From an optimization exercise on the open Yosys and OpenROAD flow, aimed at small area; shortcuts taken in it are not production practice. Only simulation tests tie the RTL to the original design; equivalence was not proved.

**flow/config.mk**
```make
export PLATFORM = sky130hd
export DESIGN_NAME = firEngine
export DESIGN_NICKNAME = firEngine
export VERILOG_FILES = /design/flow/design.v
export SDC_FILE = /design/flow/constraint.sdc
export NUM_CORES = 4
export LEC_CHECK = 0
export CAP_MARGIN = 20
export CORE_MARGIN = 2
export CORE_UTILIZATION = 40
export SLEW_MARGIN = 20
```
**flow/constraint.sdc**
```tcl
create_clock -name core_clock -period 8.0 [get_ports {iClk}]
set_input_delay 1.6000 -clock core_clock [delete_from_list [all_inputs] [get_ports {iClk}]]
set_output_delay 1.6000 -clock core_clock [all_outputs]
set_load 0.01 [all_outputs]
```
**flow/design.v**
```verilog
package firPkg;
    typedef logic signed [17:0] sampleT;    
    typedef logic signed [47:0] accT;       
    typedef enum logic [1:0] {
        macIdle,                            
        macMul,                             
        macMadd                             
    } macOpT;
    localparam logic [1:0] ChanNone = 2'd3;    
    localparam int ResultShift = 16;           
    typedef struct packed {
        logic [1:0] chanSel;    
        logic       doUpdate;   
        logic       firstTap;
        logic       lastTap;
        macOpT      macOp;
        logic       fifoNum;    
    } slotEntryT;
    typedef struct packed {
        logic [9:0] offset;     
        logic [5:0] lenM1;      
    } fifoDescT;
    typedef struct packed {
        logic [3:0] histAddr;
        logic [3:0] coefAddr;
        logic [3:0] wrAddr;     
        logic       wrEn;
        macOpT      macOp;
        logic       lastTap;
        logic       commit;     
        logic       chan;
        logic [5:0] spare;
    } tapCtlT;
    typedef struct packed {
        sampleT value;
        logic   chan;
        logic   strobe;
    } resultT;
    localparam logic [31:0] InitFifoDesc = {
        10'd8, 6'd4,                        
        10'd0, 6'd5                         
    };
    localparam logic [287:0] InitCoef = {
        18'h00000, 18'h00000, 18'h00000, 18'h3c000, 18'h10000, 18'h09999, 18'h06666, 18'h03333,
        18'h00000, 18'h00000, 18'h01111, 18'h03333, 18'h0999a, 18'h26667, 18'h19999, 18'h06666
    };
    function automatic logic [7:0] frameSlot(input logic [4:0] i);
        logic       c;
        logic [3:0] p;
        logic [5:0] lenM1;
        logic [1:0] chanSel;
        logic       doUpdate;
        logic       firstTap;
        logic       lastTap;
        logic [1:0] macOp;
        c = i[4];                           
        p = i[3:0];
        lenM1 = c ? InitFifoDesc[16 +: 6] : InitFifoDesc[0 +: 6];
        chanSel = (p == 4'd0) ? {1'b0, c} : ChanNone;
        doUpdate = (p == 4'd0);
        firstTap = (p == 4'd1);
        lastTap = ({2'b00, p} == lenM1 + 6'd1);
        if (p == 4'd1)
            macOp = 2'd1;                   
        else if (p != 4'd0 && {2'b00, p} <= lenM1 + 6'd1)
            macOp = 2'd2;                   
        else
            macOp = 2'd0;                   
        frameSlot = {chanSel, doUpdate, firstTap, lastTap, macOp, c};
    endfunction
endpackage
`timescale 1ns/10ps
module sliceSequencer #(
    parameter int LogTimeSlices = 5
) (
    input  logic              iClk,
    input  logic              iRst,
    output firPkg::slotEntryT slotPs1,    
    output firPkg::slotEntryT slotPs2,    
    output firPkg::slotEntryT slotPs3,
    output firPkg::slotEntryT slotPs8
);
    logic [LogTimeSlices-1:0] sliceCnt;    
    logic [1:0]               enCnt;       
    firPkg::slotEntryT        slotPs0;
    firPkg::slotEntryT [4:0]  slotDly;     
    always_comb begin
        slotPs0 = firPkg::frameSlot(sliceCnt);
        if (enCnt != 2'd3)
            slotPs0.doUpdate = 1'b0;
    end
    always_ff @(posedge iClk or posedge iRst) begin
        if (iRst) begin
            sliceCnt <= '0;
            enCnt <= '0;
            slotPs1 <= '0;
            slotPs2 <= '0;
            slotPs3 <= '0;
            slotDly <= '0;
        end else begin
            sliceCnt <= sliceCnt + 1'b1;    
            if (enCnt != 2'd3)
                enCnt <= enCnt + 1'b1;
            slotPs1 <= slotPs0;
            slotPs2 <= slotPs1;
            slotPs3 <= slotPs2;
            slotDly <= {slotDly[3:0], slotPs3};
        end
    end
    assign slotPs8 = slotDly[4];
endmodule
`timescale 1ns/10ps
module sampleCapture (
    input  logic              iClk,
    input  logic              iRst,
    input  logic              iData0Changed,
    input  firPkg::sampleT    iData0,
    input  logic              iData1Changed,
    input  firPkg::sampleT    iData1,
    input  firPkg::slotEntryT slotPs1,
    output firPkg::sampleT    pendingData,    
    output logic              pendingNew      
);
    firPkg::sampleT [1:0] inData;
    firPkg::sampleT [1:0] dataQ;      
    logic [1:0]           inTog;
    logic [1:0]           togQ;       
    logic [1:0]           freshQ;     
    logic                 takeSlot;
    logic                 takeChan;
    assign inData = {iData1, iData0};
    assign inTog = {iData1Changed, iData0Changed};
    assign takeSlot = slotPs1.doUpdate && (slotPs1.chanSel != firPkg::ChanNone);
    assign takeChan = slotPs1.chanSel[0];
    always_ff @(posedge iClk or posedge iRst) begin
        if (iRst) begin
            togQ <= '0;
            freshQ <= '0;
            pendingNew <= 1'b0;
        end else begin
            pendingNew <= 1'b0;
            if (takeSlot) begin
                pendingNew <= freshQ[takeChan];
                freshQ[takeChan] <= 1'b0;
            end
            for (int c = 0; c < 2; c++) begin
                if (inTog[c] != togQ[c]) begin
                    togQ[c] <= inTog[c];
                    freshQ[c] <= 1'b1;    
                end
            end
        end
    end
    always_ff @(posedge iClk) begin
        for (int c = 0; c < 2; c++) begin
            if (inTog[c] != togQ[c])
                dataQ[c] <= inData[c];
        end
        if (takeSlot)
            pendingData <= dataQ[takeChan];    
    end
endmodule
`timescale 1ns/10ps
module tapAddressGen #(
    parameter int LogBufferDepth = 4,
    parameter int LogNumFifos    = 1
) (
    input  logic              iClk,
    input  logic              iRst,
    input  firPkg::slotEntryT slotPs2,
    input  logic              pendingNew,
    output firPkg::tapCtlT    tapCtl        
);
    localparam int NumFifos = 1 << LogNumFifos;
    logic [NumFifos*16-1:0]    descMem;      
    firPkg::fifoDescT          updDesc;      
    firPkg::fifoDescT          tapDescQ;     
    firPkg::slotEntryT         slotQ;        
    logic [9:0]                updMask;
    logic [9:0]                updOffset;    
    logic [9:0]                tapMask;
    logic [9:0]                tapOrigin;
    logic                      accept;
    logic                      updEnQ;
    logic [LogBufferDepth-1:0] updAddrQ;
    logic [NumFifos-1:0]       commitQ;      
    function automatic logic [9:0] regionMask(input logic [5:0] lenM1);
        logic [9:0] m;
        m = 10'd1;
        for (int b = 1; b < 6; b++) begin
            if (lenM1[b])
                m = (10'd2 << b) - 10'd1;
        end
        regionMask = m;
    endfunction
    always_comb begin
        updDesc = descMem[slotPs2.fifoNum*16 +: 16];
        updMask = regionMask(updDesc.lenM1);
        updOffset = (updDesc.offset & ~updMask) | ((updDesc.offset + 10'd1) & updMask);
        accept = slotPs2.doUpdate & pendingNew;
    end
    always_ff @(posedge iClk or posedge iRst) begin
        if (iRst) begin
            descMem <= firPkg::InitFifoDesc[NumFifos*16-1:0];
        end else if (accept) begin
            descMem[slotPs2.fifoNum*16 +: 16] <= {updOffset, updDesc.lenM1};
        end
    end
    always @(posedge iClk) begin
        tapDescQ <= descMem[slotPs2.fifoNum*16 +: 16];
        updAddrQ <= updOffset[LogBufferDepth-1:0];
    end
    always_ff @(posedge iClk or posedge iRst) begin
        if (iRst) begin
            slotQ <= '0;
            updEnQ <= 1'b0;
            commitQ <= '0;
        end else begin
            slotQ <= slotPs2;
            updEnQ <= accept;
            if (slotPs2.doUpdate)
                commitQ[slotPs2.fifoNum] <= accept;    
        end
    end
    assign tapMask = regionMask(tapDescQ.lenM1);
    assign tapOrigin = tapDescQ.offset & ~tapMask;
    always_ff @(posedge iClk or posedge iRst) begin
        if (iRst) begin
            tapCtl <= '0;
        end else begin
            tapCtl.wrEn <= updEnQ;
            tapCtl.wrAddr <= updAddrQ;
            tapCtl.macOp <= slotQ.macOp;
            tapCtl.lastTap <= slotQ.lastTap;
            tapCtl.commit <= slotQ.lastTap & commitQ[slotQ.fifoNum];
            tapCtl.chan <= slotQ.fifoNum;
            tapCtl.spare <= '0;
            if (slotQ.firstTap) begin
                tapCtl.histAddr <= tapDescQ.offset[LogBufferDepth-1:0];    
                tapCtl.coefAddr <= tapOrigin[LogBufferDepth-1:0];
            end else begin
                tapCtl.histAddr <= tapOrigin[LogBufferDepth-1:0]
                    | ((tapCtl.histAddr - 1'b1) & tapMask[LogBufferDepth-1:0]);
                tapCtl.coefAddr <= tapCtl.coefAddr + 1'b1;
            end
        end
    end
endmodule
`timescale 1ns/10ps
module macDatapath #(
    parameter int LogBufferDepth = 4
) (
    input  logic                      iClk,
    input  logic                      iRst,
    input  logic                      iCoefWrEn,
    input  logic [LogBufferDepth-1:0] iCoefWrAddr,
    input  firPkg::sampleT            iCoefWrData,
    input  firPkg::tapCtlT            tapCtl,         
    input  firPkg::sampleT            pendingData,
    output firPkg::resultT            result          
);
    localparam int Depth = 1 << LogBufferDepth;
    firPkg::sampleT          coefMem [Depth];
    firPkg::sampleT          histMem [Depth];
    firPkg::sampleT          coefRd1;
    firPkg::sampleT          coefRd2;    
    firPkg::sampleT          histRd1;
    firPkg::sampleT          histRd2;    
    logic signed [35:0]      product;    
    firPkg::accT             acc;        
    firPkg::tapCtlT          ctlPs5;
    firPkg::tapCtlT          ctlPs6;
    firPkg::tapCtlT          ctlPs7;
    firPkg::tapCtlT          ctlPs8;
    firPkg::sampleT          resValue;
    logic                    resChan;
    logic                    resStrobe;
    always_ff @(posedge iClk or posedge iRst) begin
        if (iRst) begin
            for (int a = 0; a < Depth; a++)
                coefMem[a] <= firPkg::InitCoef[a*18 +: 18];
        end else if (iCoefWrEn) begin
            coefMem[iCoefWrAddr] <= iCoefWrData;
        end
    end
    always_ff @(posedge iClk or posedge iRst) begin
        if (iRst) begin
            for (int a = 0; a < Depth; a++)
                histMem[a] <= '0;
        end else if (tapCtl.wrEn) begin
            histMem[tapCtl.wrAddr] <= pendingData;    
        end
    end
    always @(posedge iClk) begin
        coefRd1 <= coefMem[tapCtl.coefAddr];
        coefRd2 <= coefRd1;
        histRd1 <= histMem[tapCtl.histAddr];
        histRd2 <= histRd1;
    end
    always_ff @(posedge iClk or posedge iRst) begin
        if (iRst) begin
            ctlPs5 <= '0;
            ctlPs6 <= '0;
            ctlPs7 <= '0;
            ctlPs8 <= '0;
            resChan <= 1'b0;
            resStrobe <= 1'b0;
        end else begin
            ctlPs5 <= tapCtl;
            ctlPs6 <= ctlPs5;
            ctlPs7 <= ctlPs6;
            ctlPs8 <= ctlPs7;
            resChan <= ctlPs8.chan;
            resStrobe <= ctlPs8.lastTap & ctlPs8.commit;    
        end
    end
    always_ff @(posedge iClk) begin
        product <= coefRd2 * histRd2;         
        case (ctlPs7.macOp)
            firPkg::macMul:  acc <= product;    
            firPkg::macMadd: acc <= acc + product;
            default:         acc <= acc;
        endcase
        resValue <= acc[firPkg::ResultShift +: 18];
    end
    assign result = {resValue, resChan, resStrobe};
endmodule
`timescale 1ns/10ps
module outputPublisher (
    input  logic           iClk,
    input  logic           iRst,
    input  firPkg::resultT result,
    output firPkg::sampleT oData0,
    output logic           oData0Changed,
    output firPkg::sampleT oData1,
    output logic           oData1Changed
);
    firPkg::sampleT [1:0] dataQ;
    logic [1:0]           loadQ;    
    logic [1:0]           togQ;
    always_ff @(posedge iClk or posedge iRst) begin
        if (iRst) begin
            dataQ <= '0;
            loadQ <= '0;
            togQ <= '0;
        end else begin
            loadQ <= '0;
            if (result.strobe) begin
                dataQ[result.chan] <= result.value;
                loadQ[result.chan] <= 1'b1;
            end
            togQ <= togQ ^ loadQ;    
        end
    end
    assign oData0 = dataQ[0];
    assign oData1 = dataQ[1];
    assign oData0Changed = togQ[0];
    assign oData1Changed = togQ[1];
endmodule
`timescale 1ns/10ps
module firEngine #(
    parameter int LogTimeSlices  = 5,
    parameter int LogBufferDepth = 4,
    parameter int LogNumFifos    = 1
) (
    input  logic                      iClk,
    input  logic                      iRst,
    input  logic                      iData0Changed,    
    input  firPkg::sampleT            iData0,
    input  logic                      iData1Changed,
    input  firPkg::sampleT            iData1,
    input  logic                      iCoefWrEn,
    input  logic [LogBufferDepth-1:0] iCoefWrAddr,
    input  firPkg::sampleT            iCoefWrData,
    output logic                      oData0Changed,    
    output firPkg::sampleT            oData0,
    output logic                      oData1Changed,
    output firPkg::sampleT            oData1
);
    firPkg::slotEntryT slotPs1;
    firPkg::slotEntryT slotPs2;
    firPkg::sampleT    pendingData;
    logic              pendingNew;
    firPkg::tapCtlT    tapCtl;
    firPkg::resultT    result;
    sliceSequencer #(.LogTimeSlices(LogTimeSlices)) uSeq (
        .iClk, .iRst, .slotPs1, .slotPs2, .slotPs3(), .slotPs8()
    );
    sampleCapture uCap (
        .iClk, .iRst, .iData0Changed, .iData0, .iData1Changed, .iData1,
        .slotPs1, .pendingData, .pendingNew
    );
    tapAddressGen #(.LogBufferDepth(LogBufferDepth), .LogNumFifos(LogNumFifos)) uAddr (
        .iClk, .iRst, .slotPs2, .pendingNew, .tapCtl
    );
    macDatapath #(.LogBufferDepth(LogBufferDepth)) uMac (
        .iClk, .iRst, .iCoefWrEn, .iCoefWrAddr, .iCoefWrData, .tapCtl, .pendingData, .result
    );
    outputPublisher uOut (
        .iClk, .iRst, .result, .oData0, .oData0Changed, .oData1, .oData1Changed
    );
endmodule
```
**flow/run.sh**
```bash
#!/bin/bash
# synth_recipe.tcl (not shown) runs the flow's synth.tcl, then flattens the netlist and writes it again
# the make line also repeats each setting of config.mk as NAME=value (left out here)
make -C /OpenROAD-flow-scripts/flow DESIGN_CONFIG=/design/flow/config.mk WORK_HOME=/design/flow/orfs CLKGATE_MAP_FILE= SYNTH_SCRIPT=/design/flow/synth_recipe.tcl finish
```
==> run summary <==
-- layer usage --
metal | wire length (um) | vias up | global-route usage
li1 | - | 13432 | -
met1 | 55440 | 15419 | 0.2747
met2 | 54870 | 822 | 0.3053
met3 | 7060 | 206 | 0.03206
met4 | 3274 | 8 | 0.06085
met5 | 49 | - | 0
-- synthesized netlist by cell type (7+ instances only) --
library cell | instances | area, sq um
a31oi_1 | 9 | 56.30
inv_1 | 412 | 1546
and2_1 | 187 | 1170
o21ai_0 | 35 | 175.2
fa_1 | 316 | 6326
a22o_1 | 57 | 499.2
mux2_2 | 666 | 7500
a222oi_1 | 31 | 310.3
nand2_1 | 202 | 758.2
a221oi_1 | 55 | 481.7
a21o_1 | 24 | 180.2
and3_1 | 40 | 250.2
a22oi_1 | 107 | 803.3
o21ai_1 | 11 | 55.05
nand3_1 | 26 | 130.1
o21a_1 | 9 | 67.56
a21oi_1 | 67 | 335.3
dfxtp_1 | 137 | 2743
ha_1 | 140 | 1752
or3_1 | 10 | 62.56
dfstp_2 | 79 | 2076
nor3_1 | 11 | 55.05
o21bai_1 | 7 | 52.55
xnor2_1 | 61 | 534.3
nand2b_1 | 19 | 118.9
edfxtp_1 | 88 | 2643
mux2i_1 | 11 | 110.1
a41oi_1 | 27 | 236.5
clkbuf_1 | 213 | 799.5
xor2_1 | 24 | 210.2
nor2b_1 | 19 | 118.9
buf_1 | 7 | 26.28
nand4_1 | 14 | 87.58
dfrtp_1 | 624 | 15610
nand3b_1 | 10 | 75.07
nor2_1 | 122 | 457.9
-- layout by cell type (no fill, tap or decap), types with 13 or more instances in the layout --
cell	instances
dfrtp_1	623
a21oi_1	67
mux2_2	666
clkdlybuf4s50_1	100
nand2b_1	18
nand4_1	14
nor2_4	18
dfxtp_1	137
and3_1	39
nand2_1	200
edfxtp_1	88
fa_1	316
xor2_1	22
a221oi_1	55
a21o_1	24
o21ai_0	35
nor2b_1	18
buf_4	55
a41oi_1	27
and2_1	187
a22o_1	57
ha_1	139
a222oi_1	31
clkbuf_16	101
clkbuf_1	25
nor2_1	104
nand3_1	26
inv_1	411
clkbuf_8	20
clkinv_2	13
xnor2_1	61
dfstp_2	79
a22oi_1	107
-- stage by stage --
step	std cells	hold WS [ps]	utilization
global placement	5483	310.1	0.4251
finish	5672	325.2	0.4538
global route	5671	330.6	0.4538
detailed placement	5483	312.1	0.4252
floorplan	3921	309.6	-
CTS	5670	325.5	0.4538
-- worst paths after layout --
path,from,end,slack [ps],cells past startpoint
max,uMac.histRd2[3]$_DFF_P_,uMac.product[32]$_DFF_P_,1520,21
max reg2reg,uMac.histRd2[3]$_DFF_P_,uMac.product[32]$_DFF_P_,1520,21
max in group asynchronous,iRst,uMac.coefMem[6][11]$_DFFE_PP0P_,4900,4
min in group asynchronous,iRst,async pin,1320,2
min,uMac.histRd1[1]$_DFF_P_,uMac.histRd2[1]$_DFF_P_,330,0
min reg2reg,uMac.histRd1[1]$_DFF_P_,uMac.histRd2[1]$_DFF_P_,330,0
-- flip-flops by register name, summed over array words and instances (netlist names), 34 cells and up, named ones only --
name	flops
uCap.dataQ	36
uMac.acc	34
uMac.coefMem	288
uMac.histMem	288
uMac.product	34
-- kinds of logic after synthesis --
kind of cell,Yosys count
DFF,928
muxes,677
and+or+nand+nor,673
buffers and inverters,632
AOI/OAI and AO/OA,470
adders and majority gates,456
xor gates and xnor gates,85
-- cell type report --
class	instances	area (sq um)
multi-input combinational	2361	23570
inverter	412	1550
clock inverter	41	583.1
fill	10973	66390
tap	1625	2033
clock buffer	146	2897
antenna	2	5.005
sequential	928	23080
timing repair buffer	157	1454
==> summary.txt <==
Cells and area
  – Fraction of layout cells with a size suffix above 1: 0.2489
  – Fin nets: 4478
  – Area growth syn-to-layout: 12.95%
  – Final instance area: 0.05517 sq mm

STA
  – Setup_tns: 0 ps
  – Pins Over Slew Limit: 0
  – Final worst slack: between 1500 and 2000 ps
  – Worst slew margin: 0.3160
  – Final setup viols: 0
  – Final setup skew: 51.57 ps
  – Tcrit/Tclk final: 0.8097
  – RSZ-0062 raised after global routing: false
  – FMAX: about 150 MHz
  – Minimum clock period: ~6500 ps
  – Final Hold Viols: 0
  – Worst-Margin Slew: 1026 ps

Clocking
  – CTS Root Cell: clkbuf_16
  – Worst-path clk slew: about 60 ps
  – CTS tree: done
  – Post-CTS sizing: 0
  – CTS Buf Count: 99
  – Clock Tree Buf Depth: 3
  – Post-CTS Setup Bufs: 0
  – H-tree lvl count: 3
  – Clock Latency Late Sink: roughly 690 ps
  – Cts hold-fix bufs: 0
  – Clk sink count: approximately 930

Logic synthesis
  – Seq/Total Area, Yosys: 0.4724
  – Mapped Cells: about 3900
  – Distinct cell type count after synthesis: 65
  – Simple-gate area share of the yosys netlist: 0.06965
  – Compound-Gate Fraction of Synth Area: 0.07293
  – XOR/XNOR share of the synthesized area: 0.01524
  – Adder-cell area share of the yosys netlist: 0.1654
  – Avg Inst Size Synth: 12.46 sq um
  – Syn_nets: 4440
  – Largest family of logic cells by synthesized area: adder cells
  – Ys flop type: dfrtp_1
  – Post-synthesis register bit count: roughly 930
  – Syn. warnings: 7
  – Netlist Area Pre-Place: about 0.049 sq mm
  – Mux share of post-synthesis cell area: 0.1558
  – Fraction of registers with async set or reset after synthesis: 0.7575
  – EDFF count, synth: 88

Detailed routing
  – WL per Instance: around 21 um
  – DRT iter0 DRCs: 2339
  – Post-Route WL: 120700 um
  – Vias per cell: 5.269
  – Antenna Nets Post-Route: 0
  – DRC viols: 0
  – Router iterations before antenna repair: 6
  – Via Count: about 30000

Die
  – Die X: between 300 and 400 um
  – Die area: between 0.1 and 0.15 sq mm
  – Core ar.: 0.1216 sq mm
  – Row cnt: around 130
  – Initial core utilization: 0.4018
  – Io pins: about 100
  – Die height: around 350 um

Setup path
  – CP Buf/Inv Count: 5
  – Critical path endpoint category: register
  – Critical Path Most Common Cell: fa_1
  – CP max-delay cell: dfxtp_1
  – CP Cell Sequence: nand2_1 > inv_1 > fa_1 > inv_1 > fa_1 > inv_1 > fa_1 > fa_1 > fa_1 > inv_1 > fa_1 > inv_1 > ha_1 > nor2b_1 > o21ai_0 > nand2b_1 > a21o_1 > a31oi_1 > o21ai_1 > a21oi_1 > xnor2_1
  – Worst EP required: around 8600 ps
  – Top delay family on crit path: adder cells
  – Startpoint Class: register
  – Worst Setup Path Type: register to register
  – Critical-path maximum fanout: 18
  – Worst Path Arrival: roughly 7000 ps
  – CP peak stage delay: between 700 and 800 ps

Worst hold path
  – Hold crit path type: register to register

Place
  – Placement-stage cell area: 0.05168 sq mm
  – Port Buf Inserts: 100
  – DP HPWL: just under 80000 um
  – Post-Place Setup Slack: 1554 ps
  – GPL Wtd Cong: 0.8631

GRT
  – Antenna violations before repair: 7
  – GR Util All Layers: 0.1940
  – First-pass GRT wire length: approximately 190000 um
  – Congestion Overflow GR: 0
  – Pin count of the biggest net entering global routing: roughly 140
  – Vias in the first global route: a little over 30000

Status
  – Status: no timing/DRC/antenna violations

Flow run
  – Max Cap Violations: 0

## afterwards: timing with drivers on the ports
How much do the figures lean on ideal ports? The routed layout below was timed once more, with nothing changed but the port constraints. Step 1 assumes that a clkbuf_16 drives the clock port and a buf_2 every other input. Step 2, shift: input delay + t, output delay - t, t = (earliest + latest rising clock arrival at the registers) / 2. This alone moves slack from input paths to output paths. Slacks: ideal / step 1 / step 2; pairs: ideal / step 1.
t, ns: 0.745
slack for setup (ns): 1.522 / 1.522 / 1.522
hold WS [ns]: 0.325 / 0.325 / 0.325
worst data-port slew with drivers (ns): 0.10
cell pins on the clock port's net: 1
After both steps this run still meets setup and hold. For this run, drivers alone change the setup slack by 0.000 ns; drivers and shift together by 0.000 ns.
